This design comes from an exercise in tuning for small area on the open sky130 flow, not from production work.
Function was checked by simulation only, so behaviour that the tests miss may differ from the original.
Power is estimated from default activity; no workload was simulated.

## decodeExecute
module decodeExecute (
  input  logic        CLK,
  input  logic        nRST,
  input  logic        instrValid,
  input  logic [31:0] instr,
  input  logic [31:0] pc,
  output logic        instrReady,
  output logic        resValid,
  output logic [31:0] resData,
  output logic [4:0]  resDest,
  output logic [31:0] resPc,
  input  logic        resReady,
  output logic        redirectValid,
  output logic [31:0] redirectPc
);
  logic [31:1][31:0] regs;
  logic [31:1]       regValid;
  logic        exValid;
  logic [31:0] exA;         
  logic [31:0] exB;         
  logic [31:0] exPc;
  logic [4:0]  exDest;      
  logic        exTaken;     
  logic        exCin;       
  logic        exSelSum;    
  logic        exSelAnd;
  logic        exSelOr;
  logic        exSelSlt;
  logic enable;
  logic wbEn;
  logic [31:0] aluOut;
  logic [31:0] sum;
  assign enable        = !exValid || resReady;
  assign wbEn          = exValid && resReady;
  assign resValid      = exValid;
  assign redirectValid = exValid && exTaken;
  assign instrReady    = enable && !redirectValid;
  assign resPc         = exPc;
  assign resDest       = exDest;
  assign resData       = aluOut;
  assign redirectPc    = sum;    
  logic [5:0]  opcode;
  logic [5:0]  funct;
  logic [15:0] imm16;
  logic [4:0]  rsAddr;
  logic [4:0]  rtAddr;
  logic isR, isAdd, isSub, isAnd, isOr, isSlt;
  logic isAddi, isOri, isLui, isBeq, isBne, isJ, isBr, isBJ;
  logic aZero;   
  logic supported;
  logic immB;    
  assign opcode = instr[31:26];
  assign funct  = instr[5:0];
  assign imm16  = instr[15:0];
  assign rsAddr = instr[25:21];
  assign rtAddr = instr[20:16];
  assign isR    = opcode == 6'h00;
  assign isAdd  = isR && funct == 6'h20;
  assign isSub  = isR && funct == 6'h22;
  assign isAnd  = isR && funct == 6'h24;
  assign isOr   = isR && funct == 6'h25;
  assign isSlt  = isR && funct == 6'h2A;
  assign isAddi = opcode == 6'h08;
  assign isOri  = opcode == 6'h0D;
  assign isLui  = opcode == 6'h0F;
  assign isBeq  = opcode == 6'h04;
  assign isBne  = opcode == 6'h05;
  assign isJ    = opcode == 6'h02;
  assign isBr   = isBeq | isBne;
  assign isBJ   = isBr | isJ;
  assign aZero  = isLui | isJ;
  assign immB   = isAddi | isOri | isLui;
  ...
Size in the first run: about 1,100 flip-flops, roughly 170 I/O pins, ~0.050 mm^2 of cells after synthesis.
==> flow/config.mk <==
export PLATFORM = sky130hd
export DESIGN_NAME = decodeExecute
export DESIGN_NICKNAME = decodeExecute
export VERILOG_FILES = /design/flow/design.v
export SDC_FILE = /design/flow/constraint.sdc
export NUM_CORES = 4
export LEC_CHECK = 0
export CAP_MARGIN = 10
export CORE_MARGIN = 2
export CORE_UTILIZATION = 50
export CTS_BUF_LIST = sky130_fd_sc_hd__clkbuf_16
export CTS_CLUSTER_DIAMETER = 100
export CTS_CLUSTER_SIZE = 30
export GPL_TIMING_DRIVEN = 0
export PLACE_DENSITY = 0.55
export SETUP_SLACK_MARGIN = 0.3
export SLEW_MARGIN = 10
export SYNTH_HIERARCHICAL = 1
export SYNTH_MINIMUM_KEEP_SIZE = 0
==> flow/constraint.sdc <==
create_clock -name core_clock -period 7.5 [get_ports {CLK}]
set_input_delay 1.5000 -clock core_clock [delete_from_list [all_inputs] [get_ports {CLK}]]
set_output_delay 1.5000 -clock core_clock [all_outputs]
set_load 0.01 [all_outputs]
standard.sh (not shown) runs the stock make flow with config.mk's settings and CLKGATE_MAP_FILE= SYNTH_SCRIPT=/design/flow/synth_recipe.tcl, a recipe that flattens the netlist after the stock synthesis.
==> flow/flow/run.sh <==
#!/bin/bash
# The standard layout with two changes: plain buffers on the ports (still one per port, where the
# standard flow places them) instead of the delay cell the resizer picks by default, and clock
# tree synthesis without dummy loads. Everything else, synthesis included, is standard.sh.
set -euo pipefail
cts="-sink_clustering_enable -repair_clock_nets -sink_clustering_size 30"
cts="$cts -sink_clustering_max_diameter 100 -buf_list sky130_fd_sc_hd__clkbuf_16 -dont_use_dummy_load"
bash standard.sh 'BUFFER_PORTS_ARGS=-buffer_cell sky130_fd_sc_hd__buf_1' "CTS_ARGS=$cts" finish \
  > standard_flow.log 2>&1
The starting point finished with timing, DRC and antenna clean.
Edit:
--- a/flow/design.v
+++ b/flow/design.v
@@ -174,38 +174,28 @@
     assign d[0]  = aluOut[b];
     for (genvar i = 1; i < 32; i++)
     begin : gCol
       assign d[i] = regs[i][b];
     end
     rfReadBit u1 (.sel(sel1[b / 16][29:0]), .d(d[29:0]), .y(y1[b]));
     rfReadBit u2 (.sel(sel2[b / 16][29:0]), .d(d[29:0]), .y(y2[b]));
     assign rdat1[b] = !(&y1[b]) | (sel1[b / 16][30] & d[30]) | (sel1[b / 16][31] & d[31]);
     assign rdat2[b] = !(&y2[b]) | (sel2[b / 16][30] & d[30]) | (sel2[b / 16][31] & d[31]);
   end
-  logic [1:0]        wbEnRows;
-  logic [1:0][31:0]  wrData;
-  for (genvar r = 0; r < 2; r++)
-  begin : gWrData
-    rfRowDrv uEn (.a(exValid), .b(resReady), .y(wbEnRows[r]));
-    for (genvar b = 0; b < 32; b++)
-    begin : gBit
-      rfRowDrv uData (.a(aluOut[b]), .b(wbEnRows[r]), .y(wrData[r][b]));
-    end
-  end
   for (genvar i = 1; i < 32; i++)
   begin : gWrite
     always_ff @(posedge CLK)
     begin
       if (wrEn[0][i])
-        regs[i][15:0] <= wrData[i / 16][15:0];
+        regs[i][15:0] <= aluOut[15:0];
       if (wrEn[1][i])
-        regs[i][31:16] <= wrData[i / 16][31:16];
+        regs[i][31:16] <= aluOut[31:16];
     end
   end
   always_ff @(posedge CLK or negedge nRST)
   begin
     if (!nRST)
       regValid <= '0;
     else
       for (int i = 1; i < 32; i++)
         if (wrEn[0][i])
           regValid[i] <= 1'b1;
After rerunning: Wire length shrinks by 2.9%; cell area increases by 0.97%; cell count decreases by 0.33%; sequential share of layout area fell by 0.60 points; setup slack is better by 0.099 ns; sequential cell count does not change; power grows by 1.4%; clock-buffer cell count is unchanged.

## what the ideal ports hide
How much do the figures lean on ideal ports? The routed layouts below were timed once more, with nothing changed but the port constraints.
Step 1, drivers: a clkbuf_16 drives CLK and a buf_2 each remaining input, both assumed.
Step 2 also shifts input and output timing later by t, the mid clock arrival at the registers, as if the neighbouring blocks saw the same clock.
a / b / c = ideal ports / drivers / drivers and shift; a / b = the first two.
run	t (ns)	setup slack, ns	worst setup path at the end	worst register clock-pin slew, ns
the first run	0.747	0.361 / 0.361 / 0.153	input to register	0.12 / 0.12
the second run	0.741	0.460 / 0.403 / 0.176	input to register	0.12 / 0.12
After both steps setup and hold are still met in every run listed. The setup slack of the second run, which loses most, moves by -0.057 ns with the drivers and by -0.284 ns with both steps.
